What follows belongs to an exercise in optimizing a design on an open flow for small area, a short achievable clock period and few clock cycles per item; a production flow would make more cautious choices.
Where RTL was checked, it was by simulation tests only, not by an equivalence proof against the original.
No functional check of the RTL was part of run 4.
Power figures rest on the tool's default switching activity, not on a simulated workload.

`design/flow/design.v`:
```
package tomasulo_pkg;
  localparam int data_w   = 32;
  localparam int reg_w    = 3;
  localparam int num_regs = 8;
  localparam int op_w     = 3;
  localparam int instr_w  = 12;
  localparam logic [op_w-1:0] op_nop = 3'd0;
  localparam logic [op_w-1:0] op_ld  = 3'd1;
  localparam logic [op_w-1:0] op_st  = 3'd2;
  localparam logic [op_w-1:0] op_add = 3'd3;
  localparam logic [op_w-1:0] op_mul = 3'd4;
endpackage
`timescale 1ns/10ps
module mul_csa_step (
  input  logic [31:0] a,
  input  logic [3:0] one,
  input  logic [3:0] two,
  input  logic [3:0] neg,
  input  logic [31:0] ps,
  input  logic [31:0] pc,
  output logic [31:0] s,
  output logic [31:0] c,
  output logic [0:0] x
);
  logic [31:0] pp0;
  logic [29:0] pp1;
  logic [27:0] pp2;
  logic [25:0] pp3;
  logic t1, t2, t3, t4, t5, t6, t7, t8, t9, t10, t11, t12, t13, t14, t15, t16;
  logic t17, t18, t19, t20, t21, t22, t23, t24, t25, t26, t27, t28, t29, t30, t31, t32;
  logic t33, t34, t35, t36, t37, t38, t39, t40, t41, t42, t43, t44, t45, t46, t47, t48;
  logic t49, t50, t51, t52, t53, t54, t55, t56, t57, t58, t59, t60, t61, t62, t63, t64;
  logic t65, t66, t67, t68, t69, t70, t71, t72, t73, t74, t75, t76, t77, t78, t79, t80;
  logic t81, t82, t83, t84, t85, t86, t87, t88, t89, t90, t91, t92, t93, t94, t95, t96;
  logic t97, t98, t99, t100, t101, t102, t103, t104, t105, t106, t107, t108, t109, t110, t111, t112;
  logic t113, t114, t115, t116, t117, t118, t119, t120, t121, t122, t123, t124, t125, t126, t127, t128;
  logic t129, t130, t131, t132, t133, t134, t135, t136, t137, t138, t139, t140, t141, t142, t143, t144;
  logic t145, t146, t147, t148, t149, t150, t151, t152, t153, t154, t155, t156, t157, t158, t159, t160;
  logic t161, t162, t163, t164, t165, t166, t167, t168, t169, t170, t171, t172, t173, t174, t175, t176;
  logic t177, t178, t179, t180, t181, t182, t183, t184, t185, t186, t187, t188, t189, t190, t191, t192;
  logic t193, t194, t195, t196, t197, t198, t199, t200, t201, t202, t203, t204, t205, t206, t207, t208;
  logic t209, t210, t211, t212;
  assign pp0[0] = (one[0] & a[0]) ^ neg[0];
  assign pp0[1] = ((one[0] & a[1]) | (two[0] & a[0])) ^ neg[0];
  assign pp0[2] = ((one[0] & a[2]) | (two[0] & a[1])) ^ neg[0];
  assign pp0[3] = ((one[0] & a[3]) | (two[0] & a[2])) ^ neg[0];
  assign pp0[4] = ((one[0] & a[4]) | (two[0] & a[3])) ^ neg[0];
  assign pp0[5] = ((one[0] & a[5]) | (two[0] & a[4])) ^ neg[0];
  assign pp0[6] = ((one[0] & a[6]) | (two[0] & a[5])) ^ neg[0];
  assign pp0[7] = ((one[0] & a[7]) | (two[0] & a[6])) ^ neg[0];
  assign pp0[8] = ((one[0] & a[8]) | (two[0] & a[7])) ^ neg[0];
  assign pp0[9] = ((one[0] & a[9]) | (two[0] & a[8])) ^ neg[0];
  assign pp0[10] = ((one[0] & a[10]) | (two[0] & a[9])) ^ neg[0];
  assign pp0[11] = ((one[0] & a[11]) | (two[0] & a[10])) ^ neg[0];
  assign pp0[12] = ((one[0] & a[12]) | (two[0] & a[11])) ^ neg[0];
  assign pp0[13] = ((one[0] & a[13]) | (two[0] & a[12])) ^ neg[0];
  assign pp0[14] = ((one[0] & a[14]) | (two[0] & a[13])) ^ neg[0];
  assign pp0[15] = ((one[0] & a[15]) | (two[0] & a[14])) ^ neg[0];
  assign pp0[16] = ((one[0] & a[16]) | (two[0] & a[15])) ^ neg[0];
  assign pp0[17] = ((one[0] & a[17]) | (two[0] & a[16])) ^ neg[0];
  assign pp0[18] = ((one[0] & a[18]) | (two[0] & a[17])) ^ neg[0];
  assign pp0[19] = ((one[0] & a[19]) | (two[0] & a[18])) ^ neg[0];
  assign pp0[20] = ((one[0] & a[20]) | (two[0] & a[19])) ^ neg[0];
  assign pp0[21] = ((one[0] & a[21]) | (two[0] & a[20])) ^ neg[0];
  assign pp0[22] = ((one[0] & a[22]) | (two[0] & a[21])) ^ neg[0];
  assign pp0[23] = ((one[0] & a[23]) | (two[0] & a[22])) ^ neg[0];
  assign pp0[24] = ((one[0] & a[24]) | (two[0] & a[23])) ^ neg[0];
  assign pp0[25] = ((one[0] & a[25]) | (two[0] & a[24])) ^ neg[0];
  assign pp0[26] = ((one[0] & a[26]) | (two[0] & a[25])) ^ neg[0];
  assign pp0[27] = ((one[0] & a[27]) | (two[0] & a[26])) ^ neg[0];
  assign pp0[28] = ((one[0] & a[28]) | (two[0] & a[27])) ^ neg[0];
  assign pp0[29] = ((one[0] & a[29]) | (two[0] & a[28])) ^ neg[0];
  assign pp0[30] = ((one[0] & a[30]) | (two[0] & a[29])) ^ neg[0];
  assign pp0[31] = ((one[0] & a[31]) | (two[0] & a[30])) ^ neg[0];
  assign pp1[0] = (one[1] & a[0]) ^ neg[1];
  assign pp1[1] = ((one[1] & a[1]) | (two[1] & a[0])) ^ neg[1];
  assign pp1[2] = ((one[1] & a[2]) | (two[1] & a[1])) ^ neg[1];
  assign pp1[3] = ((one[1] & a[3]) | (two[1] & a[2])) ^ neg[1];
  assign pp1[4] = ((one[1] & a[4]) | (two[1] & a[3])) ^ neg[1];
  assign pp1[5] = ((one[1] & a[5]) | (two[1] & a[4])) ^ neg[1];
  assign pp1[6] = ((one[1] & a[6]) | (two[1] & a[5])) ^ neg[1];
  assign pp1[7] = ((one[1] & a[7]) | (two[1] & a[6])) ^ neg[1];
  assign pp1[8] = ((one[1] & a[8]) | (two[1] & a[7])) ^ neg[1];
  assign pp1[9] = ((one[1] & a[9]) | (two[1] & a[8])) ^ neg[1];
  assign pp1[10] = ((one[1] & a[10]) | (two[1] & a[9])) ^ neg[1];
  assign pp1[11] = ((one[1] & a[11]) | (two[1] & a[10])) ^ neg[1];
  assign pp1[12] = ((one[1] & a[12]) | (two[1] & a[11])) ^ neg[1];
  assign pp1[13] = ((one[1] & a[13]) | (two[1] & a[12])) ^ neg[1];
  assign pp1[14] = ((one[1] & a[14]) | (two[1] & a[13])) ^ neg[1];
  assign pp1[15] = ((one[1] & a[15]) | (two[1] & a[14])) ^ neg[1];
  assign pp1[16] = ((one[1] & a[16]) | (two[1] & a[15])) ^ neg[1];
  assign pp1[17] = ((one[1] & a[17]) | (two[1] & a[16])) ^ neg[1];
  assign pp1[18] = ((one[1] & a[18]) | (two[1] & a[17])) ^ neg[1];
  assign pp1[19] = ((one[1] & a[19]) | (two[1] & a[18])) ^ neg[1];
  assign pp1[20] = ((one[1] & a[20]) | (two[1] & a[19])) ^ neg[1];
  assign pp1[21] = ((one[1] & a[21]) | (two[1] & a[20])) ^ neg[1];
  assign pp1[22] = ((one[1] & a[22]) | (two[1] & a[21])) ^ neg[1];
  assign pp1[23] = ((one[1] & a[23]) | (two[1] & a[22])) ^ neg[1];
  assign pp1[24] = ((one[1] & a[24]) | (two[1] & a[23])) ^ neg[1];
  assign pp1[25] = ((one[1] & a[25]) | (two[1] & a[24])) ^ neg[1];
  assign pp1[26] = ((one[1] & a[26]) | (two[1] & a[25])) ^ neg[1];
  assign pp1[27] = ((one[1] & a[27]) | (two[1] & a[26])) ^ neg[1];
  assign pp1[28] = ((one[1] & a[28]) | (two[1] & a[27])) ^ neg[1];
  assign pp1[29] = ((one[1] & a[29]) | (two[1] & a[28])) ^ neg[1];
  assign pp2[0] = (one[2] & a[0]) ^ neg[2];
  assign pp2[1] = ((one[2] & a[1]) | (two[2] & a[0])) ^ neg[2];
  assign pp2[2] = ((one[2] & a[2]) | (two[2] & a[1])) ^ neg[2];
  assign pp2[3] = ((one[2] & a[3]) | (two[2] & a[2])) ^ neg[2];
  assign pp2[4] = ((one[2] & a[4]) | (two[2] & a[3])) ^ neg[2];
  assign pp2[5] = ((one[2] & a[5]) | (two[2] & a[4])) ^ neg[2];
  assign pp2[6] = ((one[2] & a[6]) | (two[2] & a[5])) ^ neg[2];
  assign pp2[7] = ((one[2] & a[7]) | (two[2] & a[6])) ^ neg[2];
  assign pp2[8] = ((one[2] & a[8]) | (two[2] & a[7])) ^ neg[2];
  assign pp2[9] = ((one[2] & a[9]) | (two[2] & a[8])) ^ neg[2];
  assign pp2[10] = ((one[2] & a[10]) | (two[2] & a[9])) ^ neg[2];
  assign pp2[11] = ((one[2] & a[11]) | (two[2] & a[10])) ^ neg[2];
  assign pp2[12] = ((one[2] & a[12]) | (two[2] & a[11])) ^ neg[2];
  assign pp2[13] = ((one[2] & a[13]) | (two[2] & a[12])) ^ neg[2];
  assign pp2[14] = ((one[2] & a[14]) | (two[2] & a[13])) ^ neg[2];
  assign pp2[15] = ((one[2] & a[15]) | (two[2] & a[14])) ^ neg[2];
  assign pp2[16] = ((one[2] & a[16]) | (two[2] & a[15])) ^ neg[2];
  assign pp2[17] = ((one[2] & a[17]) | (two[2] & a[16])) ^ neg[2];
  assign pp2[18] = ((one[2] & a[18]) | (two[2] & a[17])) ^ neg[2];
  assign pp2[19] = ((one[2] & a[19]) | (two[2] & a[18])) ^ neg[2];
  assign pp2[20] = ((one[2] & a[20]) | (two[2] & a[19])) ^ neg[2];
  assign pp2[21] = ((one[2] & a[21]) | (two[2] & a[20])) ^ neg[2];
  assign pp2[22] = ((one[2] & a[22]) | (two[2] & a[21])) ^ neg[2];
  assign pp2[23] = ((one[2] & a[23]) | (two[2] & a[22])) ^ neg[2];
  assign pp2[24] = ((one[2] & a[24]) | (two[2] & a[23])) ^ neg[2];
  assign pp2[25] = ((one[2] & a[25]) | (two[2] & a[24])) ^ neg[2];
  assign pp2[26] = ((one[2] & a[26]) | (two[2] & a[25])) ^ neg[2];
  assign pp2[27] = ((one[2] & a[27]) | (two[2] & a[26])) ^ neg[2];
  assign pp3[0] = (one[3] & a[0]) ^ neg[3];
  assign pp3[1] = ((one[3] & a[1]) | (two[3] & a[0])) ^ neg[3];
  assign pp3[2] = ((one[3] & a[2]) | (two[3] & a[1])) ^ neg[3];
  assign pp3[3] = ((one[3] & a[3]) | (two[3] & a[2])) ^ neg[3];
  assign pp3[4] = ((one[3] & a[4]) | (two[3] & a[3])) ^ neg[3];
  assign pp3[5] = ((one[3] & a[5]) | (two[3] & a[4])) ^ neg[3];
  assign pp3[6] = ((one[3] & a[6]) | (two[3] & a[5])) ^ neg[3];
  assign pp3[7] = ((one[3] & a[7]) | (two[3] & a[6])) ^ neg[3];
  assign pp3[8] = ((one[3] & a[8]) | (two[3] & a[7])) ^ neg[3];
  assign pp3[9] = ((one[3] & a[9]) | (two[3] & a[8])) ^ neg[3];
  assign pp3[10] = ((one[3] & a[10]) | (two[3] & a[9])) ^ neg[3];
  assign pp3[11] = ((one[3] & a[11]) | (two[3] & a[10])) ^ neg[3];
  assign pp3[12] = ((one[3] & a[12]) | (two[3] & a[11])) ^ neg[3];
  assign pp3[13] = ((one[3] & a[13]) | (two[3] & a[12])) ^ neg[3];
  assign pp3[14] = ((one[3] & a[14]) | (two[3] & a[13])) ^ neg[3];
  assign pp3[15] = ((one[3] & a[15]) | (two[3] & a[14])) ^ neg[3];
  assign pp3[16] = ((one[3] & a[16]) | (two[3] & a[15])) ^ neg[3];
  assign pp3[17] = ((one[3] & a[17]) | (two[3] & a[16])) ^ neg[3];
  assign pp3[18] = ((one[3] & a[18]) | (two[3] & a[17])) ^ neg[3];
  assign pp3[19] = ((one[3] & a[19]) | (two[3] & a[18])) ^ neg[3];
  assign pp3[20] = ((one[3] & a[20]) | (two[3] & a[19])) ^ neg[3];
  assign pp3[21] = ((one[3] & a[21]) | (two[3] & a[20])) ^ neg[3];
  assign pp3[22] = ((one[3] & a[22]) | (two[3] & a[21])) ^ neg[3];
  assign pp3[23] = ((one[3] & a[23]) | (two[3] & a[22])) ^ neg[3];
  assign pp3[24] = ((one[3] & a[24]) | (two[3] & a[23])) ^ neg[3];
  assign pp3[25] = ((one[3] & a[25]) | (two[3] & a[24])) ^ neg[3];
  assign t1 = pp0[6] ^ pp1[4];
  assign t2 = pp0[6] & pp1[4];
  assign t3 = pp0[7] ^ pp1[5];
  assign t4 = pp0[7] & pp1[5];
  assign t5 = pp0[8] ^ pp1[6] ^ pp2[4];
  assign t6 = (pp0[8] & pp1[6]) | (pp0[8] & pp2[4]) | (pp1[6] & pp2[4]);
  assign t7 = pp3[2] ^ ps[0];
  assign t8 = pp3[2] & ps[0];
  assign t9 = pp0[9] ^ pp1[7] ^ pp2[5];
  assign t10 = (pp0[9] & pp1[7]) | (pp0[9] & pp2[5]) | (pp1[7] & pp2[5]);
  assign t11 = pp3[3] ^ ps[1] ^ pc[1];
  assign t12 = (pp3[3] & ps[1]) | (pp3[3] & pc[1]) | (ps[1] & pc[1]);
  assign t13 = pp0[10] ^ pp1[8] ^ pp2[6];
  assign t14 = (pp0[10] & pp1[8]) | (pp0[10] & pp2[6]) | (pp1[8] & pp2[6]);
  assign t15 = pp3[4] ^ ps[2] ^ pc[2];
  assign t16 = (pp3[4] & ps[2]) | (pp3[4] & pc[2]) | (ps[2] & pc[2]);
  assign t17 = pp0[11] ^ pp1[9] ^ pp2[7];
  assign t18 = (pp0[11] & pp1[9]) | (pp0[11] & pp2[7]) | (pp1[9] & pp2[7]);
  assign t19 = pp3[5] ^ ps[3] ^ pc[3];
  assign t20 = (pp3[5] & ps[3]) | (pp3[5] & pc[3]) | (ps[3] & pc[3]);
  assign t21 = pp0[12] ^ pp1[10] ^ pp2[8];
  assign t22 = (pp0[12] & pp1[10]) | (pp0[12] & pp2[8]) | (pp1[10] & pp2[8]);
  assign t23 = pp3[6] ^ ps[4] ^ pc[4];
  assign t24 = (pp3[6] & ps[4]) | (pp3[6] & pc[4]) | (ps[4] & pc[4]);
  assign t25 = pp0[13] ^ pp1[11] ^ pp2[9];
  assign t26 = (pp0[13] & pp1[11]) | (pp0[13] & pp2[9]) | (pp1[11] & pp2[9]);
  assign t27 = pp3[7] ^ ps[5] ^ pc[5];
  assign t28 = (pp3[7] & ps[5]) | (pp3[7] & pc[5]) | (ps[5] & pc[5]);
  assign t29 = pp0[14] ^ pp1[12] ^ pp2[10];
  assign t30 = (pp0[14] & pp1[12]) | (pp0[14] & pp2[10]) | (pp1[12] & pp2[10]);
  assign t31 = pp3[8] ^ ps[6] ^ pc[6];
  assign t32 = (pp3[8] & ps[6]) | (pp3[8] & pc[6]) | (ps[6] & pc[6]);
  assign t33 = pp0[15] ^ pp1[13] ^ pp2[11];
  assign t34 = (pp0[15] & pp1[13]) | (pp0[15] & pp2[11]) | (pp1[13] & pp2[11]);
  assign t35 = pp3[9] ^ ps[7] ^ pc[7];
  assign t36 = (pp3[9] & ps[7]) | (pp3[9] & pc[7]) | (ps[7] & pc[7]);
  assign t37 = pp0[16] ^ pp1[14] ^ pp2[12];
  assign t38 = (pp0[16] & pp1[14]) | (pp0[16] & pp2[12]) | (pp1[14] & pp2[12]);
  assign t39 = pp3[10] ^ ps[8] ^ pc[8];
  assign t40 = (pp3[10] & ps[8]) | (pp3[10] & pc[8]) | (ps[8] & pc[8]);
  assign t41 = pp0[17] ^ pp1[15] ^ pp2[13];
  assign t42 = (pp0[17] & pp1[15]) | (pp0[17] & pp2[13]) | (pp1[15] & pp2[13]);
  assign t43 = pp3[11] ^ ps[9] ^ pc[9];
  assign t44 = (pp3[11] & ps[9]) | (pp3[11] & pc[9]) | (ps[9] & pc[9]);
  assign t45 = pp0[18] ^ pp1[16] ^ pp2[14];
  assign t46 = (pp0[18] & pp1[16]) | (pp0[18] & pp2[14]) | (pp1[16] & pp2[14]);
  assign t47 = pp3[12] ^ ps[10] ^ pc[10];
  assign t48 = (pp3[12] & ps[10]) | (pp3[12] & pc[10]) | (ps[10] & pc[10]);
  assign t49 = pp0[19] ^ pp1[17] ^ pp2[15];
  assign t50 = (pp0[19] & pp1[17]) | (pp0[19] & pp2[15]) | (pp1[17] & pp2[15]);
  assign t51 = pp3[13] ^ ps[11] ^ pc[11];
  assign t52 = (pp3[13] & ps[11]) | (pp3[13] & pc[11]) | (ps[11] & pc[11]);
  assign t53 = pp0[20] ^ pp1[18] ^ pp2[16];
  assign t54 = (pp0[20] & pp1[18]) | (pp0[20] & pp2[16]) | (pp1[18] & pp2[16]);
  assign t55 = pp3[14] ^ ps[12] ^ pc[12];
  assign t56 = (pp3[14] & ps[12]) | (pp3[14] & pc[12]) | (ps[12] & pc[12]);
  assign t57 = pp0[21] ^ pp1[19] ^ pp2[17];
  assign t58 = (pp0[21] & pp1[19]) | (pp0[21] & pp2[17]) | (pp1[19] & pp2[17]);
  assign t59 = pp3[15] ^ ps[13] ^ pc[13];
  assign t60 = (pp3[15] & ps[13]) | (pp3[15] & pc[13]) | (ps[13] & pc[13]);
  assign t61 = pp0[22] ^ pp1[20] ^ pp2[18];
  assign t62 = (pp0[22] & pp1[20]) | (pp0[22] & pp2[18]) | (pp1[20] & pp2[18]);
  assign t63 = pp3[16] ^ ps[14] ^ pc[14];
  assign t64 = (pp3[16] & ps[14]) | (pp3[16] & pc[14]) | (ps[14] & pc[14]);
  assign t65 = pp0[23] ^ pp1[21] ^ pp2[19];
  assign t66 = (pp0[23] & pp1[21]) | (pp0[23] & pp2[19]) | (pp1[21] & pp2[19]);
  assign t67 = pp3[17] ^ ps[15] ^ pc[15];
  assign t68 = (pp3[17] & ps[15]) | (pp3[17] & pc[15]) | (ps[15] & pc[15]);
  assign t69 = pp0[24] ^ pp1[22] ^ pp2[20];
  assign t70 = (pp0[24] & pp1[22]) | (pp0[24] & pp2[20]) | (pp1[22] & pp2[20]);
  assign t71 = pp3[18] ^ ps[16] ^ pc[16];
  assign t72 = (pp3[18] & ps[16]) | (pp3[18] & pc[16]) | (ps[16] & pc[16]);
  assign t73 = pp0[25] ^ pp1[23] ^ pp2[21];
  assign t74 = (pp0[25] & pp1[23]) | (pp0[25] & pp2[21]) | (pp1[23] & pp2[21]);
  assign t75 = pp3[19] ^ ps[17] ^ pc[17];
  assign t76 = (pp3[19] & ps[17]) | (pp3[19] & pc[17]) | (ps[17] & pc[17]);
  assign t77 = pp0[26] ^ pp1[24] ^ pp2[22];
  assign t78 = (pp0[26] & pp1[24]) | (pp0[26] & pp2[22]) | (pp1[24] & pp2[22]);
  assign t79 = pp3[20] ^ ps[18] ^ pc[18];
  assign t80 = (pp3[20] & ps[18]) | (pp3[20] & pc[18]) | (ps[18] & pc[18]);
  assign t81 = pp0[27] ^ pp1[25] ^ pp2[23];
  assign t82 = (pp0[27] & pp1[25]) | (pp0[27] & pp2[23]) | (pp1[25] & pp2[23]);
  assign t83 = pp3[21] ^ ps[19] ^ pc[19];
  assign t84 = (pp3[21] & ps[19]) | (pp3[21] & pc[19]) | (ps[19] & pc[19]);
  assign t85 = pp0[28] ^ pp1[26] ^ pp2[24];
  assign t86 = (pp0[28] & pp1[26]) | (pp0[28] & pp2[24]) | (pp1[26] & pp2[24]);
  assign t87 = pp3[22] ^ ps[20] ^ pc[20];
  assign t88 = (pp3[22] & ps[20]) | (pp3[22] & pc[20]) | (ps[20] & pc[20]);
  assign t89 = pp0[29] ^ pp1[27] ^ pp2[25];
  assign t90 = (pp0[29] & pp1[27]) | (pp0[29] & pp2[25]) | (pp1[27] & pp2[25]);
  assign t91 = pp3[23] ^ ps[21] ^ pc[21];
  assign t92 = (pp3[23] & ps[21]) | (pp3[23] & pc[21]) | (ps[21] & pc[21]);
  assign t93 = pp0[30] ^ pp1[28] ^ pp2[26];
  assign t94 = (pp0[30] & pp1[28]) | (pp0[30] & pp2[26]) | (pp1[28] & pp2[26]);
  assign t95 = pp3[24] ^ ps[22] ^ pc[22];
  assign t96 = (pp3[24] & ps[22]) | (pp3[24] & pc[22]) | (ps[22] & pc[22]);
  assign t97 = pp0[31] ^ pp1[29] ^ pp2[27];
  assign t98 = pp3[25] ^ ps[23] ^ pc[23];
  assign t99 = pp0[4] ^ pp1[2];
  assign t100 = pp0[4] & pp1[2];
  assign t101 = pp0[5] ^ pp1[3];
  assign t102 = pp0[5] & pp1[3];
  assign t103 = t1 ^ pp2[2] ^ pp3[0];
  assign t104 = (t1 & pp2[2]) | (t1 & pp3[0]) | (pp2[2] & pp3[0]);
  assign t105 = t3 ^ pp2[3] ^ pp3[1];
  assign t106 = (t3 & pp2[3]) | (t3 & pp3[1]) | (pp2[3] & pp3[1]);
  assign t107 = t5 ^ t7 ^ pc[0];
  assign t108 = (t5 & t7) | (t5 & pc[0]) | (t7 & pc[0]);
  assign t109 = t9 ^ t11 ^ t6;
  assign t110 = (t9 & t11) | (t9 & t6) | (t11 & t6);
  assign t111 = t13 ^ t15 ^ t10;
  assign t112 = (t13 & t15) | (t13 & t10) | (t15 & t10);
  assign t113 = t17 ^ t19 ^ t14;
  assign t114 = (t17 & t19) | (t17 & t14) | (t19 & t14);
  assign t115 = t21 ^ t23 ^ t18;
  assign t116 = (t21 & t23) | (t21 & t18) | (t23 & t18);
  assign t117 = t25 ^ t27 ^ t22;
  assign t118 = (t25 & t27) | (t25 & t22) | (t27 & t22);
  assign t119 = t29 ^ t31 ^ t26;
  assign t120 = (t29 & t31) | (t29 & t26) | (t31 & t26);
  assign t121 = t33 ^ t35 ^ t30;
  assign t122 = (t33 & t35) | (t33 & t30) | (t35 & t30);
  assign t123 = t37 ^ t39 ^ t34;
  assign t124 = (t37 & t39) | (t37 & t34) | (t39 & t34);
  assign t125 = t41 ^ t43 ^ t38;
  assign t126 = (t41 & t43) | (t41 & t38) | (t43 & t38);
  assign t127 = t45 ^ t47 ^ t42;
  assign t128 = (t45 & t47) | (t45 & t42) | (t47 & t42);
  assign t129 = t49 ^ t51 ^ t46;
  assign t130 = (t49 & t51) | (t49 & t46) | (t51 & t46);
  assign t131 = t53 ^ t55 ^ t50;
  assign t132 = (t53 & t55) | (t53 & t50) | (t55 & t50);
  assign t133 = t57 ^ t59 ^ t54;
  assign t134 = (t57 & t59) | (t57 & t54) | (t59 & t54);
  assign t135 = t61 ^ t63 ^ t58;
  assign t136 = (t61 & t63) | (t61 & t58) | (t63 & t58);
  assign t137 = t65 ^ t67 ^ t62;
  assign t138 = (t65 & t67) | (t65 & t62) | (t67 & t62);
  assign t139 = t69 ^ t71 ^ t66;
  assign t140 = (t69 & t71) | (t69 & t66) | (t71 & t66);
  assign t141 = t73 ^ t75 ^ t70;
  assign t142 = (t73 & t75) | (t73 & t70) | (t75 & t70);
  assign t143 = t77 ^ t79 ^ t74;
  assign t144 = (t77 & t79) | (t77 & t74) | (t79 & t74);
  assign t145 = t81 ^ t83 ^ t78;
  assign t146 = (t81 & t83) | (t81 & t78) | (t83 & t78);
  assign t147 = t85 ^ t87 ^ t82;
  assign t148 = (t85 & t87) | (t85 & t82) | (t87 & t82);
  assign t149 = t89 ^ t91 ^ t86;
  assign t150 = (t89 & t91) | (t89 & t86) | (t91 & t86);
  assign t151 = t93 ^ t95 ^ t90;
  assign t152 = (t93 & t95) | (t93 & t90) | (t95 & t90);
  assign t153 = t97 ^ t98 ^ t94;
  assign t154 = pp0[2] ^ pp1[0];
  assign t155 = pp0[2] & pp1[0];
  assign t156 = pp0[3] ^ pp1[1];
  assign t157 = pp0[3] & pp1[1];
  assign t158 = t99 ^ pp2[0] ^ neg[2];
  assign t159 = (t99 & pp2[0]) | (t99 & neg[2]) | (pp2[0] & neg[2]);
  assign t160 = t101 ^ pp2[1] ^ t100;
  assign t161 = (t101 & pp2[1]) | (t101 & t100) | (pp2[1] & t100);
  assign t162 = t103 ^ neg[3] ^ t102;
  assign t163 = (t103 & neg[3]) | (t103 & t102) | (neg[3] & t102);
  assign t164 = t105 ^ t2 ^ t104;
  assign t165 = (t105 & t2) | (t105 & t104) | (t2 & t104);
  assign t166 = t107 ^ t4 ^ t106;
  assign t167 = (t107 & t4) | (t107 & t106) | (t4 & t106);
  assign t168 = t109 ^ t8 ^ t108;
  assign t169 = (t109 & t8) | (t109 & t108) | (t8 & t108);
  assign t170 = t111 ^ t12 ^ t110;
  assign t171 = (t111 & t12) | (t111 & t110) | (t12 & t110);
  assign t172 = t113 ^ t16 ^ t112;
  assign t173 = (t113 & t16) | (t113 & t112) | (t16 & t112);
  assign t174 = t115 ^ t20 ^ t114;
  assign t175 = (t115 & t20) | (t115 & t114) | (t20 & t114);
  assign t176 = t117 ^ t24 ^ t116;
  assign t177 = (t117 & t24) | (t117 & t116) | (t24 & t116);
  assign t178 = t119 ^ t28 ^ t118;
  assign t179 = (t119 & t28) | (t119 & t118) | (t28 & t118);
  assign t180 = t121 ^ t32 ^ t120;
  assign t181 = (t121 & t32) | (t121 & t120) | (t32 & t120);
  assign t182 = t123 ^ t36 ^ t122;
  assign t183 = (t123 & t36) | (t123 & t122) | (t36 & t122);
  assign t184 = t125 ^ t40 ^ t124;
  assign t185 = (t125 & t40) | (t125 & t124) | (t40 & t124);
  assign t186 = t127 ^ t44 ^ t126;
  assign t187 = (t127 & t44) | (t127 & t126) | (t44 & t126);
  assign t188 = t129 ^ t48 ^ t128;
  assign t189 = (t129 & t48) | (t129 & t128) | (t48 & t128);
  assign t190 = t131 ^ t52 ^ t130;
  assign t191 = (t131 & t52) | (t131 & t130) | (t52 & t130);
  assign t192 = t133 ^ t56 ^ t132;
  assign t193 = (t133 & t56) | (t133 & t132) | (t56 & t132);
  assign t194 = t135 ^ t60 ^ t134;
  assign t195 = (t135 & t60) | (t135 & t134) | (t60 & t134);
  assign t196 = t137 ^ t64 ^ t136;
  assign t197 = (t137 & t64) | (t137 & t136) | (t64 & t136);
  assign t198 = t139 ^ t68 ^ t138;
  assign t199 = (t139 & t68) | (t139 & t138) | (t68 & t138);
  assign t200 = t141 ^ t72 ^ t140;
  assign t201 = (t141 & t72) | (t141 & t140) | (t72 & t140);
  assign t202 = t143 ^ t76 ^ t142;
  assign t203 = (t143 & t76) | (t143 & t142) | (t76 & t142);
  assign t204 = t145 ^ t80 ^ t144;
  assign t205 = (t145 & t80) | (t145 & t144) | (t80 & t144);
  assign t206 = t147 ^ t84 ^ t146;
  assign t207 = (t147 & t84) | (t147 & t146) | (t84 & t146);
  assign t208 = t149 ^ t88 ^ t148;
  assign t209 = (t149 & t88) | (t149 & t148) | (t88 & t148);
  assign t210 = t151 ^ t92 ^ t150;
  assign t211 = (t151 & t92) | (t151 & t150) | (t92 & t150);
  assign t212 = t153 ^ t96;
  assign s[0] = pp0[0];
  assign c[0] = neg[0];
  assign s[1] = pp0[1];
  assign c[1] = 1'b0;
  assign s[2] = t154;
  assign c[2] = neg[1];
  assign s[3] = t156;
  assign c[3] = t155;
  assign s[4] = t158;
  assign c[4] = t157;
  assign s[5] = t160;
  assign c[5] = t159;
  assign s[6] = t162;
  assign c[6] = t161;
  assign s[7] = t164;
  assign c[7] = t163;
  assign s[8] = t166;
  assign c[8] = t165;
  assign s[9] = t168;
  assign c[9] = t167;
  assign s[10] = t170;
  assign c[10] = t169;
  assign s[11] = t172;
  assign c[11] = t171;
  assign s[12] = t174;
  assign c[12] = t173;
  assign s[13] = t176;
  assign c[13] = t175;
  assign s[14] = t178;
  assign c[14] = t177;
  assign s[15] = t180;
  assign c[15] = t179;
  assign s[16] = t182;
  assign c[16] = t181;
  assign s[17] = t184;
  assign c[17] = t183;
  assign s[18] = t186;
  assign c[18] = t185;
  assign s[19] = t188;
  assign c[19] = t187;
  assign s[20] = t190;
  assign c[20] = t189;
  assign s[21] = t192;
  assign c[21] = t191;
  assign s[22] = t194;
  assign c[22] = t193;
  assign s[23] = t196;
  assign c[23] = t195;
  assign s[24] = t198;
  assign c[24] = t197;
  assign s[25] = t200;
  assign c[25] = t199;
  assign s[26] = t202;
  assign c[26] = t201;
  assign s[27] = t204;
  assign c[27] = t203;
  assign s[28] = t206;
  assign c[28] = t205;
  assign s[29] = t208;
  assign c[29] = t207;
  assign s[30] = t210;
  assign c[30] = t209;
  assign s[31] = t212;
  assign c[31] = t152;
  assign x[0] = t211;
endmodule
`timescale 1ns/10ps
module tomasulo_core (
  input  logic                             clk,
  input  logic                             rst,
  input  logic                             instr_req,
  input  logic [tomasulo_pkg::instr_w-1:0] instr,
  input  logic [tomasulo_pkg::reg_w-1:0]   dbg_addr,
  output logic                             instr_ack,
  output logic [tomasulo_pkg::data_w-1:0]  dbg_data,
  output logic                             dbg_busy,
  output logic                             wb_valid,
  output logic [tomasulo_pkg::reg_w-1:0]   wb_dest,
  output logic [tomasulo_pkg::data_w-1:0]  wb_data
);
  localparam int Q = 5;
  logic [Q-1:0] q_v;
  logic [Q-1:0] q_mul;
  logic [2:0]   q_dest [Q];
  logic [2:0]   q_sa   [Q];
  logic [2:0]   q_sb   [Q];
  logic [2:0] step;
  logic [31:0] ps;
  logic [31:0] pc;
  logic [0:0] px;
  logic [0:0] nx;
  logic [31:0] regs [1:7];
  logic [3:0] b_one;
  logic [3:0] b_two;
  logic [3:0] b_neg;
  logic [2:0]  op;
  logic [2:0]  i_dest;
  logic [2:0]  i_sa;
  logic [2:0]  i_sb;
  logic        i_add;
  logic        i_mul;
  logic        i_alu;
  logic        accept;
  logic        push;
  logic        pop;
  logic        mstep;
  logic        mlast;
  logic [31:0] rd_a;
  logic [31:0] rd_b;
  logic [31:0] sum;
  logic [31:0] ns;
  logic [31:0] nc;
  logic [31:0] wd_hi;
  logic [8:0] nd;
  logic [8:0] dsel;
  logic [2:0]  nh_sa;
  logic [2:0]  nh_sb;
  logic [8:0] pf;
  logic [8:0] pfd;
  assign {op, i_dest, i_sa, i_sb} = instr;
  assign i_add = (op == tomasulo_pkg::op_add);
  assign i_mul = (op == tomasulo_pkg::op_mul);
  assign i_alu = i_add || i_mul;
  assign mstep = q_v[0] && q_mul[0] && (step != 3'd4);
  assign pop   = q_v[0] && !mstep;
  assign mlast = q_v[0] && q_mul[0] && (step == 3'd3);
  assign accept = instr_req && !instr_ack && (!i_alu || !q_v[Q-1] || pop);
  assign push   = accept && i_alu;
  always_ff @(posedge clk) begin
    if (rst) begin
      instr_ack <= 1'b0;
    end else if (accept) begin
      instr_ack <= 1'b1;
    end else if (!instr_req) begin
      instr_ack <= 1'b0;
    end
  end
  logic [Q-1:0] q_here;
  logic [Q:0]   q_vx;
  assign q_vx = {1'b0, q_v};
  always_comb begin
    for (int i = 0; i < Q; i++) begin
      if (pop) begin
        q_here[i] = push && q_vx[i] && !q_vx[i + 1];
      end else begin
        q_here[i] = push && !q_vx[i] && ((i == 0) || q_vx[(i + Q) % (Q + 1)]);
      end
    end
  end
  always_ff @(posedge clk) begin
    if (rst) begin
      q_v  <= '0;
      step <= '0;
    end else begin
      for (int i = 0; i < Q; i++) begin
        q_v[i] <= (pop ? q_vx[i + 1] : q_v[i]) || q_here[i];
      end
      if (pop) begin
        step <= '0;
      end else if (mstep) begin
        step <= step + 1'b1;
      end
    end
  end
  always_ff @(posedge clk) begin
    for (int i = 0; i < Q; i++) begin
      if (q_here[i]) begin
        q_mul[i]  <= i_mul;
        q_dest[i] <= i_dest;
        q_sa[i]   <= i_sa;
        q_sb[i]   <= i_sb;
      end else if (pop && (i + 1 < Q)) begin
        q_mul[i]  <= q_mul[(i + 1) % Q];
        q_dest[i] <= q_dest[(i + 1) % Q];
        q_sa[i]   <= q_sa[(i + 1) % Q];
        q_sb[i]   <= q_sb[(i + 1) % Q];
      end else if ((i == 0) && mlast) begin
        q_sa[i] <= 3'd0;
        q_sb[i] <= 3'd0;
      end
    end
  end
  always_comb begin
    rd_a = {ps[31] ^ (^px), ps[30:0]};
    rd_b = pc;
    for (int k = 1; k < 8; k++) begin
      if (q_sa[0] == 3'(k)) rd_a = regs[k];
      if (q_sb[0] == 3'(k)) rd_b = regs[k];
    end
  end
  assign sum = rd_a + rd_b;
  always_comb begin
    case (step)
      3'd0: nd = {rd_b[23:16], rd_b[15]};
      3'd1: nd = {rd_b[15:8], rd_b[7]};
      3'd2: nd = {rd_b[7:0], 1'b0};
      default: nd = '0;
    endcase
  end
  assign nh_sa = (pop && q_v[1 % Q] && (Q > 1)) ? q_sa[1 % Q] : i_sa;
  assign nh_sb = (pop && q_v[1 % Q] && (Q > 1)) ? q_sb[1 % Q] : i_sb;
  always_comb begin
    pf = '0;
    for (int k = 1; k < 8; k++) begin
      if (nh_sb == 3'(k)) pf = regs[k][31:23];
    end
    if (pop && (q_dest[0] == nh_sb) && (nh_sb != 3'd0)) pf = sum[31:23];
  end
  assign pfd = {pf[8:1], pf[0]};
  always_comb begin
    if (mstep) begin
      dsel = ((q_sa[0] == 3'd0) || (q_sb[0] == 3'd0)) ? '0 : nd;
    end else begin
      dsel = ((nh_sa == 3'd0) || (nh_sb == 3'd0)) ? '0 : pfd;
    end
  end
  always_ff @(posedge clk) begin
    for (int i = 0; i < 4; i++) begin
      b_one[i] <= dsel[2 * i + 1] ^ dsel[2 * i];
      b_two[i] <= (dsel[2 * i + 2] & ~dsel[2 * i + 1] & ~dsel[2 * i]) |
                  (~dsel[2 * i + 2] & dsel[2 * i + 1] & dsel[2 * i]);
      b_neg[i] <= dsel[2 * i + 2];
    end
  end
  mul_csa_step csa_inst (.a(rd_a), .one(b_one), .two(b_two), .neg(b_neg),
                         .ps(ps), .pc(pc), .s(ns), .c(nc), .x(nx));
  always_ff @(posedge clk) begin
    if (rst || !mstep) begin
      ps <= '0;
      pc <= '0;
      px <= '0;
    end else begin
      ps <= ns;
      pc <= nc;
      px <= nx;
    end
  end
  assign wd_hi = rst ? 32'd0 : sum;
  always_ff @(posedge clk) begin
    for (int k = 1; k < 8; k++) begin
      if (rst || (pop && (q_dest[0] == 3'(k)))) begin
        regs[k] <= {wd_hi[31:3], rst ? 3'(k) : sum[2:0]};
      end
    end
  end
  always_ff @(posedge clk) begin
    if (rst) begin
      wb_valid <= 1'b0;
    end else begin
      wb_valid <= pop;
    end
    wb_dest <= q_dest[0];
    wb_data <= sum;
  end
  always_comb begin
    dbg_data = '0;
    for (int k = 1; k < 8; k++) begin
      if (dbg_addr == 3'(k)) dbg_data = regs[k];
    end
  end
  always_comb begin
    dbg_busy = wb_valid && (wb_dest == dbg_addr);
    for (int i = 0; i < Q; i++) begin
      if (q_v[i] && (q_dest[i] == dbg_addr)) dbg_busy = 1'b1;
    end
    if (dbg_addr == 3'd0) dbg_busy = 1'b0;
  end
endmodule
```
`design/flow/config.mk`:
```
export PLATFORM = sky130hd
export DESIGN_NAME = tomasulo_core
export DESIGN_NICKNAME = tomasulo_core
export VERILOG_FILES = /design/flow/design.v
export SDC_FILE = /design/flow/constraint.sdc
export NUM_CORES = 4
export LEC_CHECK = 0
export CAP_MARGIN = 20
export CORE_MARGIN = 2
export CORE_UTILIZATION = 55
export CTS_BUF_LIST = sky130_fd_sc_hd__clkbuf_16
export CTS_CLUSTER_DIAMETER = 120
export CTS_CLUSTER_SIZE = 24
export SETUP_SLACK_MARGIN = 4.3
export SLEW_MARGIN = 20
export BUFFER_PORTS_ARGS = -buffer_cell sky130_fd_sc_hd__buf_2
```
`design/flow/flow/run.sh`:
```
#!/bin/bash
# Own layout flow: the standard flow, run whole through standard.sh
# (so synthesis is the standard one), with one change to placement: the
# buffers that global placement puts on every input and output port are
# sky130_fd_sc_hd__buf_2 cells rather than the resizer's default pick.
set -euo pipefail
cp standard.sh standard_sh.log
echo "export BUFFER_PORTS_ARGS = -buffer_cell sky130_fd_sc_hd__buf_2" >> config.mk
cp config.mk config_mk.log
bash standard.sh > standard.log 2>&1
```
`design/flow/standard.sh`:
```
#!/bin/bash
# synth_recipe.tcl (not shown) runs the flow's synth.tcl, then flattens the netlist and writes it again
# the make line also repeats each setting of config.mk as NAME=value (left out here)
make -C /OpenROAD-flow-scripts/flow DESIGN_CONFIG=/design/flow/config.mk WORK_HOME=/design/flow/orfs CLKGATE_MAP_FILE= SYNTH_SCRIPT=/design/flow/synth_recipe.tcl "${@:-finish}"
```
`design/flow/constraint.sdc`:
```
create_clock -name core_clock -period 9.0 [get_ports {clk}]
set_input_delay 1.8000 -clock core_clock [delete_from_list [all_inputs] [get_ports {clk}]]
set_output_delay 1.8000 -clock core_clock [all_outputs]
set_load 0.01 [all_outputs]
```
==> flow_summary.ini, run 1 <==
[yosys]
synth_area_sq_um = 25400
synthesis.yosys.warnings = 5
syn-instance-count = 2169
synth_top_family_by_area = multiplexers
synthTopCellsByCount = edfxtp_1 (274), nand2_1 (215), a22oi_1 (173), inv_1 (129), xnor2_1 (128)
synth.distinct_cells = 80
syn-num-nets = 2327
synth_fa_ha_area_frac = 0.09733
synth_seq_area_share = 0.4193
yosysTopAreaCell = edfxtp_1
synth_top_cell_area_share = 0.3239
synth_ff_type = edfxtp_1
synth_area_leaders = edfxtp_1 (32%), mux4_2 (11%), dfxtp_1 (9.5%), fa_1 (7.6%), a22oi_1 (5.1%)
synth-async-reset-ratio = 0
synth_xor_area_frac = 0.05930
synthMuxAreaShare = 0.1644
yosysMostFrequentCell = edfxtp_1
synth-compound-area-share = 0.1205
yosys.area_share.simple = 0.09590
ys_ff_latch = 395
synth_area_per_cell_sq_um = 11.71
synth_edf_count = 274

[critical_path]
start_kind = primary input
path_max_fanout = 7
arrival_ns = 3.08
crit_path_end_kind = primary output
criticalPathCategory = primary input to primary output
critPathRequiredTime_ns = 7.20

[timing]
setup_viol = 0
setup_slack_ns = 4.115
fin_crit_ns = 4.885
rsz0062_at_grt = yes
final-hold-violation-count = 0
setup_tns_ns = 0
finClkSkew_ns = 0.03595
fmax_mhz = 204.7
tightest_slew_ns = 1.180
slew_headroom = 0.2131
drv_slew = 0
timing.final.crit_share = 0.5427

[drt]
drc = 0
drt_first_pass_iters = 7
ant_nets = 0
routedWlPerCell_um = 31.97
initialDrtViolationCount = 3055
vias = 19930
wl_um = 91720
vias_per_cell = 6.948

[floorplan]
ios = 88
core_sq_um = 45480
rows = 78
initial_core_util = 0.5585
dieArea_sq_um = 47920
fp.dieW_um = 218.9
die_y_um = 218.9

[layout]
syn2layout_area_growth_pct = 15.34
nets = 2412
instances_no_fill = 2869
finish.instance_area_sq_um = 29300
drive_above_1_share = 0.2738
utilization = 0.6442

[min_path]
hp-class = register to register

[grt]
antenna_found_initial = 5
grt_max_degree = 55
grt_pass1_vias = 19110
track_usage = 0.3759
grt_pass1_wl_um = 129700
grt-ovfl-total = 0

[place]
pre_cts_slack_ns = 2.855
portBuffers = 87
dp_hpwl_um = 58680
dp.cells = 2746
gp_congestion = 0.9264
placed_area_sq_um = 26330

[clock_network]
cts_inserted_buffers = 20
clk_pin_slew_ns = 0.09
h-tree-depth = 1
cts_sinks = 395
postCtsHoldBufs = 0
tritoncts = done
clk_latency_ns = 0.59
cts_buffer_depth = 3
cts_root_buffer = clkbuf_16

[pwr]
cellPowerDensity_nw_per_um2 = 285.8
static-leakage-power_nw = 11.26
ir_worst_vdd_mv = 0.2624

[run]
maxCapViolations = 0

[outcome]
status = no timing/DRC/antenna violations
[cells by family after synthesis]
logic type / Yosys count
AOI/OAI and AO/OA: 421
xor gates and xnor gates: 172
adders and majority gates: 140
buffers and inverters: 281
DFF: 395
muxes: 251
and+or+nand+nor: 509
[flip-flops by register name, indices dropped and copies added, names as in the netlist, 15 cells and up]
name and cells:
regs 224, wb_data 32, q_sb 15, q_dest 15, ps 32, q_sa 15, pc 31
[per-layer routing]
metal	GRT usage	vias up	wire length, um
met5	0.005208	-	49
met4	0.1135	4	3244
met3	0.09633	216	12090
met2	0.5667	1459	40760
met1	0.5362	10090	35580
li1	-	8166	-
[repair_timing]
item,4_1_cts,5_1_grt
cloned,15,8
gates resized for setup,138,134
endpoints found under the hold margin,0,0
pin swaps,34,66
buffers inserted,36,27
endpoints found under the setup margin,234,157
[critical path, stage by stage]
cell	delay, ns
buf_16	0.13
buf_16	0.15
xor2_1	0.14
nor4_1	0.29
a41oi_1	0.09
and3_1	0.16
a31oi_1	0.15
buf_2	0.16
[cell type report]
| cell class | count | area, sq um |
|---|---|---|
| diodes | 1 | 2.502 |
| clock buffers | 22 | 550.5 |
| clock inverters | 14 | 60.06 |
| fillers | 3588 | 16180 |
| inverters | 132 | 515.5 |
| multi-input cells | 1494 | 14490 |
| flip-flops and latches | 395 | 10660 |
| well taps | 600 | 750.7 |
| repair buffers | 211 | 2276 |
[placed cells by master (no fill, tap or decap), types with 12 or more instances in the layout]
cell | netlist | layout
a21o_1 | 21 | 20
a21oi_1 | 52 | 48
a22o_1 | 18 | 18
a22oi_1 | 173 | 151
a22oi_2 | 0 | 22
and2_1 | 68 | 66
buf_12 | 0 | 19
buf_16 | 0 | 12
buf_2 | 24 | 75
buf_4 | 0 | 66
buf_6 | 2 | 22
clkbuf_16 | 0 | 29
dfxtp_1 | 121 | 115
edfxtp_1 | 274 | 274
fa_1 | 96 | 96
ha_1 | 44 | 29
inv_1 | 129 | 139
mux2_2 | 95 | 66
mux2_4 | 1 | 30
mux2i_1 | 32 | 32
mux4_2 | 123 | 123
nand2_1 | 215 | 214
nand3_1 | 47 | 37
nor2_1 | 71 | 52
nor2_2 | 2 | 16
nor2b_1 | 33 | 22
nor3_1 | 18 | 16
o21ai_0 | 51 | 50
xnor2_1 | 128 | 124
xor2_1 | 44 | 43
[final timing paths]
kind	startpoint	endpoint	slack, ns	cells after the start
setup / recovery	dbg_addr[0]	dbg_busy	4.12	8
hold / removal	step[1]	step[1]	0.52	2
setup reg to reg	q_sa[0][0]	regs[1][15]	4.36	12
hold reg to reg	step[1]	step[1]	0.52	2
[per-stage QoR]
stage / hold WS, ns / power [mW]
final: 0.5153 / 8.374
after global routing: 0.5412 / 8.904
after CTS: 0.5159 / 8.173
after detailed placement: 0.5002 / 6.947
after global placement: 0.4923 / 6.891
after floorplan: 0.3427 / 5.558
[report_power, final]
| part | internal [mW] | switching [mW] | total [mW] |
|---|---|---|---|
| logic | 1.96 | 2.48 | 4.45 |
| registers | 2.45 | 0.410 | 2.86 |
| clock network | 0.447 | 0.618 | 1.07 |
Testbench counts, summed over its fixed seeds: cycles 10,091, instrs 4,800.
==> inputs of run 2 (changes only) <==
--- a/design/flow/config.mk
+++ b/design/flow/config.mk
@@ -13,3 +13,3 @@
 export CTS_CLUSTER_SIZE = 24
-export SETUP_SLACK_MARGIN = 4.3
+export SETUP_SLACK_MARGIN = 4.7
 export SLEW_MARGIN = 20
==> flow_summary.ini, run 2 <==
[outcome]
status = no timing/DRC/antenna violations

[pwr]
p_seq_frac = 0.328
static-leakage-power_nw = 11.77
p_int_mw = 4.995
cellPowerDensity_nw_per_um2 = 280.6
p_sw_mw = 3.588
power.share.clock = 0.121
p_sw_frac = 0.4181
ir_worst_vdd_mv = 0.2240
p_comb_frac = 0.551

[yosys]
synthMuxAreaShare = 0.1644
ys_ff_latch = 395
synth_seq_area_share = 0.4193
synth-async-reset-ratio = 0
synth_area_sq_um = 25400
syn-num-nets = 2327
synth_edf_count = 274
synth_area_leaders = edfxtp_1 (32%), mux4_2 (11%), dfxtp_1 (9.5%), fa_1 (7.6%), a22oi_1 (5.1%)
synth_xor_area_frac = 0.05930
synth_area_per_cell_sq_um = 11.71
yosys.area_share.simple = 0.09590
yosysTopAreaCell = edfxtp_1
synthTopCellsByCount = edfxtp_1 (274), nand2_1 (215), a22oi_1 (173), inv_1 (129), xnor2_1 (128)
synth_ff_type = edfxtp_1
yosysMostFrequentCell = edfxtp_1
synth_top_family_by_area = multiplexers
synthesis.yosys.warnings = 5
syn-instance-count = 2169
synth_fa_ha_area_frac = 0.09733
synth_top_cell_area_share = 0.3239
synth-compound-area-share = 0.1205
synth.distinct_cells = 80

[drt]
initialDrtViolationCount = 3037
vias = 20250
top_layer = met5
vias_per_cell = 6.916
met1_length_um = 34880
routed-wl-met3_um = 12290
ant_nets = 0
drc = 0
drt_first_pass_iters = 7
routedWlPerCell_um = 31.43
wl_um = 92010
route.met2.wl_um = 41130

[timing]
setup_viol = 0
fmax_mhz = 202.9
rsz0062_at_grt = yes
final-hold-violation-count = 0
fin_crit_ns = 4.930
finClkSkew_ns = 0.02524
drv_slew = 0
setup_tns_ns = 0
tightest_slew_ns = 1.089
hold_slack_ns = 0.5231
slew_headroom = 0.2728
timing.final.crit_share = 0.5477

[place]
dp_hpwl_um = 58520
portBuffers = 87
gp_congestion = 0.9760

[clock_network]
clk_pin_slew_ns = 0.11
postCtsHoldBufs = 0
tritoncts = done
h-tree-depth = 1
cts_root_buffer = clkbuf_16
cts_sinks = 395
clk_latency_ns = 0.57
cts_inserted_buffers = 20
cts_buffer_depth = 3

[critical_path]
reg2reg_slack_ns = 4.62
crit_buf_inv = 3
start_kind = primary input
arrival_ns = 3.13
crit_path_end_kind = primary output
crit_top_cell = buf_12
criticalPathCategory = primary input to primary output
worstPathCellList = buf_12 > buf_12 > xor2_1 > nor4_1 > a41oi_1 > and3_1 > a31oi_2 > buf_2
max_stage_delay_ns = 0.34
crit_family = simple AND/OR/NAND/NOR gates
critPathSlowestCell = nor4_1
critPathRequiredTime_ns = 7.20
path_max_fanout = 6

[floorplan]
initial_core_util = 0.5585
rows = 78
dieArea_sq_um = 47920
fp.dieW_um = 218.9
ios = 88
die_y_um = 218.9
core_sq_um = 45480

[layout]
largest_reg_flops = 224
largest-register = regs
top_regs = regs: 224 flops, ps: 32 flops, wb_data: 32 flops
drive_above_1_share = 0.3183
nets = 2473
mostFrequentLayoutCell = edfxtp_1
syn2layout_area_growth_pct = 20.42
antennaDiodeCount = 0
num-fill-cells = 3356
utilization = 0.6726
layout_common_cells = edfxtp_1 (274), nand2_1 (213), inv_1 (138)
multi_input_area_sq_um = 15070
seq_area_sq_um = 10650

[grt]
track_usage = 0.3803
grt-ovfl-total = 0
grt_pass1_vias = 19790
grt_max_degree = 60
grt_pass1_wl_um = 132000
antenna_found_initial = 4

[min_path]
hp-class = register to register

[run]
maxCapViolations = 0
[run 2: repair_timing]
item / in CTS / in global routing
pin swaps: 78 / 63
gates resized for setup: 232 / 135
setup endpoints to repair: 300 / 178
setup buffers: 81 / 38
gates cloned: 20 / 3
[run 2: cells by family after synthesis]
kind of cell | count (synthesis)
compound gates | 421
xor+xnor | 172
fa+ha+maj | 140
buf+inv | 281
flops | 395
mux | 251
simple gates | 509
[run 2: worst register-to-register path, stage by stage, from the launching register on]
cell and delay, ns:
edfxtp_1 0.45, buf_12 0.19, buf_16 0.16, mux4_2 0.52, mux2_4 0.30, ha_4 0.27
and2_4 0.17, and3_4 0.17, a221o_1 0.38, a221o_2 0.46, buf_6 0.16, o2111ai_4 0.22
nand3_4 0.13, a221oi_4 0.35, inv_2 0.10, a21o_1 0.16, mux2i_1 0.12
[run 2: metrics by stage]
step                      std cells  power, mW  cell area (sq um)  setup WS [ns]
after CTS                      2886      8.320              29520          4.108
after detailed placement       2750      6.982              26600          2.920
after global placement         2749      6.896              26570          2.956
after global routing           2928      9.157              30590          4.050
final                          2928      8.583              30590          4.070
after floorplan                2169      5.596              25930          4.469
[run 2: path summary, 6_finish.rpt]
path,startpoint,cells past startpoint,to
worst max-delay path,dbg_addr[1],8,dbg_busy
worst max register to register,q_sa[0][0],16,b_two[2]
worst min register to register,step[1],2,step[1]
worst min-delay path,step[1],2,step[1]
[run 2: layout make-up]
class,instances,area share
tap,600,0.02454
clock buffer,21,0.01718
timing repair buffer,273,0.09841
inverter,132,0.01685
clock inverter,14,0.002045
sequential,395,0.3483
multi-input combinational,1493,0.4927
[run 2: layer usage]
| metal | vias up | GRT usage |
|---|---|---|
| met2 | 1469 | 0.5737 |
| met5 | - | 0 |
| met1 | 10270 | 0.5298 |
| met3 | 231 | 0.1021 |
| li1 | 8275 | - |
| met4 | 2 | 0.1390 |
[run 2: power by group through the flow]
stage	clock network, mW	logic [mW]	registers [mW]
after CTS	1.04	4.49	2.78
after detailed placement	0	4.17	2.81
final	1.04	4.73	2.82
after global placement	0	4.08	2.82
after global routing	1.10	5.21	2.84
after floorplan	0	2.92	2.68
==> inputs of run 3 (changes only) <==
--- a/design/flow/config.mk
+++ b/design/flow/config.mk
@@ -13,3 +13,3 @@
 export CTS_CLUSTER_SIZE = 24
-export SETUP_SLACK_MARGIN = 4.7
+export SETUP_SLACK_MARGIN = 4.5
 export SLEW_MARGIN = 20
==> flow_summary.ini, run 3 <==
[yosys]
synth_area_leaders = edfxtp_1 (32%), mux4_2 (11%), dfxtp_1 (9.5%), fa_1 (7.6%), a22oi_1 (5.1%)
synthesis.yosys.warnings = 5
synth-async-reset-ratio = 0
synth_seq_area_share = 0.4193
synth_area_sq_um = 25400
ys_ff_latch = 395
yosysMostFrequentCell = edfxtp_1
synth_top_cell_area_share = 0.3239
synthTopCellsByCount = edfxtp_1 (274), nand2_1 (215), a22oi_1 (173), inv_1 (129), xnor2_1 (128)
synth_ff_type = edfxtp_1
synth_area_per_cell_sq_um = 11.71
yosysTopAreaCell = edfxtp_1
syn-instance-count = 2169
synth_edf_count = 274
syn-num-nets = 2327
synth.distinct_cells = 80

[floorplan]
ios = 88
dieArea_sq_um = 47920
die_y_um = 218.9
rows = 78
initial_core_util = 0.5585
core_sq_um = 45480
fp.dieW_um = 218.9

[drt]
ant_nets = 0
vias_per_cell = 6.851
routedWlPerCell_um = 31.00
initialDrtViolationCount = 2945
drc = 0
wl_um = 89800
drt_first_pass_iters = 6
vias = 19850

[critical_path]
reg2reg_slack_ns = 4.56
r2r_cells = 15
path_max_fanout = 13
timing.critical_path.to = dbg_data[16]
crit_path_end_kind = primary output
worstSetupStartpoint = dbg_addr[0]
start_kind = primary input
criticalPathCategory = primary input to primary output
critPathRequiredTime_ns = 7.20
arrival_ns = 3.08
r2r-end = b_two[0]
r2r-start = q_sa[0][0]

[grt]
grt-ovfl-total = 0
track_usage = 0.3757
grt_max_degree = 38
antenna_found_initial = 8
grt_pass1_wl_um = 129800
grt_pass1_vias = 18960

[place]
dp_hpwl_um = 58570
portBuffers = 87
placed_area_sq_um = 26550
gp_congestion = 0.9604
pre_cts_slack_ns = 2.913

[timing]
setup_slack_ns = 4.116
setup_viol = 0
timing.final.crit_share = 0.5426
fin_crit_ns = 4.884
fmax_mhz = 204.8
slew_headroom = 0.2579
finClkSkew_ns = 0.03034
drv_slew = 0
final-hold-violation-count = 0
setup_tns_ns = 0
rsz0062_at_grt = yes
tightest_slew_ns = 1.113

[pwr]
p_int_mw = 4.872
power.share.clock = 0.123
static-leakage-power_nw = 11.45
p_seq_frac = 0.335
p_comb_frac = 0.542
ir_worst_vdd_mv = 0.2147
p_sw_frac = 0.4172
p_sw_mw = 3.487
cellPowerDensity_nw_per_um2 = 281.9

[layout]
mostFrequentLayoutCell = edfxtp_1
seq_area_sq_um = 10660
syn2layout_area_growth_pct = 16.74
num-fill-cells = 3494
largest_reg_flops = 224
multi_input_area_sq_um = 14580
layout_common_cells = edfxtp_1 (274), nand2_1 (214), a22oi_1 (165)
utilization = 0.6520
finish.instance_area_sq_um = 29650
largest-register = regs
drive_above_1_share = 0.2827
nets = 2441
top_regs = regs: 224 flops, ps: 32 flops, wb_data: 32 flops

[min_path]
hp-class = register to register

[clock_network]
cts_root_buffer = clkbuf_16
cts_buffer_depth = 3
cts_inserted_buffers = 20
h-tree-depth = 1
tritoncts = done
cts_sinks = 395
clk_pin_slew_ns = 0.10
clk_latency_ns = 0.59
postCtsHoldBufs = 0

[outcome]
status = no timing/DRC/antenna violations

[run]
maxCapViolations = 0
==> run 3: cell count changes in the layout (fill, tap and decap cells not counted), moves of 6 or more <==
cell / delta
buf_6: -25
buf_12: -9
a22oi_1: +30
ha_4: -8
ha_1: +6
a22oi_2: -30
==> run 3: critical path, cell delays in order <==
cell	delay, ns
buf_16	0.11
buf_12	0.12
nor3b_4	0.28
buf_4	0.34
a22oi_1	0.13
nand3_2	0.14
buf_2	0.14
==> run 3: cells by family after synthesis <==
family	synth area share
and+or+nand+nor	0.09590
AOI/OAI and AO/OA	0.1205
DFF	0.4193
buffers and inverters	0.04330
muxes	0.1644
xor gates and xnor gates	0.05930
adders and majority gates	0.09733
==> run 3: metrics by stage <==
step / std cells / hold WS [ns] / power (mW)
floorplan: 2169 / 0.3427 / 5.584
global placement: 2748 / 0.4951 / 6.892
detailed placement: 2749 / 0.5130 / 6.945
CTS: 2867 / 0.5271 / 8.191
global route: 2896 / 0.5483 / 8.903
finish: 2897 / 0.5277 / 8.359
==> run 3: per-layer routing <==
| metal | GRT usage | vias up | part of all wire |
|---|---|---|---|
| li1 | - | 8218 | - |
| met1 | 0.5317 | 10110 | 0.39 |
| met2 | 0.5641 | 1304 | 0.44 |
| met3 | 0.1042 | 212 | 0.13 |
| met4 | 0.1176 | 2 | 0.040 |
| met5 | 0 | - | 0.00014 |
==> run 3: what timing repair did <==
item                                    in CTS  in global routing
resized for setup                          160                 98
setup buffers                               67                 27
pin swaps                                   27                 43
cloned                                      16                  1
endpoints found under the setup margin     265                150
==> run 3: final cells by class <==
type | count | area share
Antenna cell | 1 | 0.00008439
Clock buffer | 20 | 0.01688
Clock inverter | 15 | 0.002574
Inverter | 132 | 0.01738
Multi-Input combinational cell | 1493 | 0.4915
Sequential cell | 395 | 0.3593
Tap cell | 600 | 0.02532
Timing Repair Buffer | 241 | 0.08692
==> run 3: worst min-delay path by stage <==
stage	start	endpoint	slack [ns]	cells past startpoint
after floorplan	q_dest[0][0]	wb_dest[0]	0.34	0
after global placement	step[1]	step[1]	0.50	2
after detailed placement	step[1]	step[1]	0.51	2
after CTS	step[1]	step[1]	0.53	2
after global routing	step[1]	step[1]	0.55	2
final	step[1]	step[1]	0.53	2
==> run 3: power by group through the flow <==
stage	Sequential, mW	Clock, mW	Combinational, mW
after floorplan	2.68	0	2.91
after global placement	2.80	0	4.09
after detailed placement	2.81	0	4.14
after CTS	2.77	1.04	4.38
after global routing	2.83	1.09	4.99
final	2.80	1.03	4.53
==> inputs of run 4 (changes only) <==
--- a/design/flow/design.v
+++ b/design/flow/design.v
@@ -450,3 +450,3 @@
 );
-  localparam int Q = 5;
+  localparam int Q = 4;
   logic [Q-1:0] q_v;
==> flow_summary.ini, run 4 <==
[clock_network]
cts_root_buffer = clkbuf_16
h-tree-depth = 1
tritoncts = done
postCtsHoldBufs = 0
cts_inserted_buffers = 19
clk_pin_slew_ns = 0.11
cts_sinks = 384
cts_buffer_depth = 3
clk_latency_ns = 0.58

[timing]
drv_slew = 0
setup_tns_ns = 0
hold_slack_ns = 0.5296
tightest_slew_ns = 1.205
rsz0062_at_grt = yes
final-hold-violation-count = 0
slew_headroom = 0.1902
setup_viol = 0
timing.final.crit_share = 0.5472
fin_crit_ns = 4.925
finClkSkew_ns = 0.03569
fmax_mhz = 203.0

[floorplan]
rows = 77
initial_core_util = 0.5598
dieArea_sq_um = 47020
die_y_um = 216.8
ios = 88
core_sq_um = 44510
fp.dieW_um = 216.8

[min_path]
min_path_cells = 2
hold_start = step[1]
worstHoldEndpoint = step[1]
hp-class = register to register

[grt]
met3_usage = 0.08428
antenna_found_initial = 2
busiest_layer = met2
track_usage = 0.3799
grt.met2_usage = 0.5612
grt_max_degree = 54
grt_pass1_wl_um = 129100
use_met1 = 0.5534
grt-ovfl-total = 0
grt_pass1_vias = 18700

[drt]
ant_nets = 0
wl_um = 90350
drc = 0
vias = 19240
vias_per_cell = 6.916
routedWlPerCell_um = 32.48
drt_first_pass_iters = 5
initialDrtViolationCount = 2624

[critical_path]
crit_family = buffers and inverters
crit_path_end_kind = primary output
max_stage_delay_ns = 0.22
arrival_ns = 3.13
r2r-start = q_sa[0][0]
worstPathCellList = buf_12 > buf_12 > buf_16 > and3b_4 > buf_12 > buf_16 > a22oi_2 > nand3_1 > buf_2
critPathSlowestCell = and3b_4
start_kind = primary input
path_max_fanout = 7
worstSetupStartpoint = dbg_addr[2]
r2r-end = regs[3][14]
criticalPathCategory = primary input to primary output
crit_top_cell = buf_12
crit_buf_inv = 6
critPathRequiredTime_ns = 7.20
r2r_cells = 14
reg2reg_slack_ns = 4.58

[outcome]
status = no timing/DRC/antenna violations

[layout]
finish.instance_area_sq_um = 29090
syn2layout_area_growth_pct = 16.74
largest-register = regs
num-fill-cells = 3444
top_regs = regs: 224 flops, ps: 32 flops, wb_data: 32 flops
drive_above_1_share = 0.2956
largest_reg_flops = 224
mostFrequentLayoutCell = edfxtp_1
layout_common_cells = edfxtp_1 (264), a22oi_1 (142), inv_1 (141)
nets = 2335

[yosys]
synth_top_cell_area_share = 0.3182
synthesis.yosys.warnings = 5
synth-async-reset-ratio = 0
synth_top_family_by_area = multiplexers
synthMuxAreaShare = 0.1742
synth_area_sq_um = 24920
yosysMostFrequentCell = edfxtp_1
ys_ff_latch = 384
synth-compound-area-share = 0.1245
yosys.area_share.simple = 0.08391
synth.distinct_cells = 78
synth_xor_area_frac = 0.05941
syn-instance-count = 2075
synth_area_leaders = edfxtp_1 (32%), mux4_2 (12%), dfxtp_1 (9.6%), fa_1 (7.7%), a22oi_1 (5.2%)
synth_fa_ha_area_frac = 0.09923
synth_edf_count = 264
synth_ff_type = edfxtp_1
synth_area_per_cell_sq_um = 12.01
synthTopCellsByCount = edfxtp_1 (264), a22oi_1 (172), nand2_1 (133), inv_1 (130), mux4_2 (130)
yosysTopAreaCell = edfxtp_1
synth_seq_area_share = 0.4146
syn-num-nets = 2233

[place]
placed_area_sq_um = 25910
portBuffers = 87
gp_congestion = 0.9708
dp_hpwl_um = 55950

[pwr]
static-leakage-power_nw = 10.96
ir_worst_vdd_mv = 0.1766
cellPowerDensity_nw_per_um2 = 305.5

[run]
maxCapViolations = 0
run 4: cell type report:
cell class                 count  area [sq um]  share of cell area
multi-input combinational   1415         14460              0.4972
inverter                     130         488.0             0.01678
clock buffer                  19         475.5             0.01635
timing repair buffer         227          2530             0.08698
antenna                        1         2.502          0.00008603
sequential                   384         10330              0.3553
tap                          592         740.7             0.02546
clock inverter                14         52.55            0.001807
run 4: routing by layer:
metal  wire [um]  vias to the layer above
met5          67                        -
met4        3918                        2
met1       36310                     9814
met2       38990                     1286
li1            -                     7943
met3       11070                      194
run 4: worst max path at each step:
| stage | slack [ns] | cells after the start | end |
|---|---|---|---|
| after floorplan | 4.37 | 6 | dbg_data[10] |
| after global placement | 3.06 | 7 | dbg_data[23] |
| after detailed placement | 3.03 | 7 | dbg_data[23] |
| after CTS | 4.10 | 9 | dbg_data[9] |
| after global routing | 4.04 | 9 | dbg_data[15] |
| final | 4.07 | 9 | dbg_data[22] |
run 4: power breakdown:
part	internal [mW]	leakage [nW]	switching (mW)	total, mW
combinational	2.20	7.04	2.79	5.00
sequential	2.51	3.62	0.402	2.91
clock	0.389	0.309	0.591	0.979
run 4: tightest hold or removal path: stages (launching register included):
cell and delay [ns]:
dfxtp_1 0.36, nand2b_1 0.08, a21oi_1 0.06
run 4: metrics by stage:
stage	total power, mW	cells	worst slack [ns]	util
after floorplan	5.895	2075	4.369	-
after global placement	7.310	2648	3.061	0.5816
after detailed placement	7.339	2649	3.029	0.5821
after CTS	8.542	2756	4.102	0.6360
after global routing	9.446	2781	4.036	0.6535
final	8.886	2782	4.075	0.6535
run 4: cell families after synthesis:
family,Yosys count
compound gates,436
xor+xnor,169
fa+ha+maj,140
buf+inv,277
flops,384
mux,258
simple gates,411
run 4: what timing repair did:
action / 4_1_cts / 5_1_grt
buffers inserted: 53 / 21
pin swaps: 41 / 25
setup endpoints to repair: 260 / 190
cloned: 21 / 3
gates resized for setup: 182 / 108

==> port drivers added, routing unchanged <==
The results above use ideal ports. As a check the final layouts listed here were re-extracted and re-timed, cells and wires unchanged. Step 1 assumes that a clkbuf_16 drives the clock port and a buf_2 every other input. Step 2 also shifts input and output timing later by t, the mid clock arrival at the registers, as if the neighbouring blocks saw the same clock. Slacks: no drivers / after step 1 / after step 2; pairs: no drivers / after step 1.
| run | t, ns | setup slack, ns | worst setup path at the end | latest minus earliest clock arrival (ns) | slew at the worst register clock pin (ns) |
|---|---|---|---|---|---|
| run 1 | 0.633 | 4.115 / 3.904 / 3.904 | input to output | 0.036 / 0.036 | 0.12 / 0.12 |
| run 2 | 0.622 | 4.070 / 3.903 / 3.903 | input to output | 0.026 / 0.026 | 0.11 / 0.11 |
| run 3 | 0.641 | 4.116 / 3.949 / 3.949 | input to output | 0.030 / 0.030 | 0.11 / 0.11 |
| run 4 | 0.621 | 4.075 / 4.024 / 4.024 | input to output | 0.036 / 0.036 | 0.11 / 0.11 |
After both steps setup and hold are still met in every run listed. For run 1, which loses most, drivers alone change the setup slack by -0.211 ns; drivers and shift together by -0.211 ns.
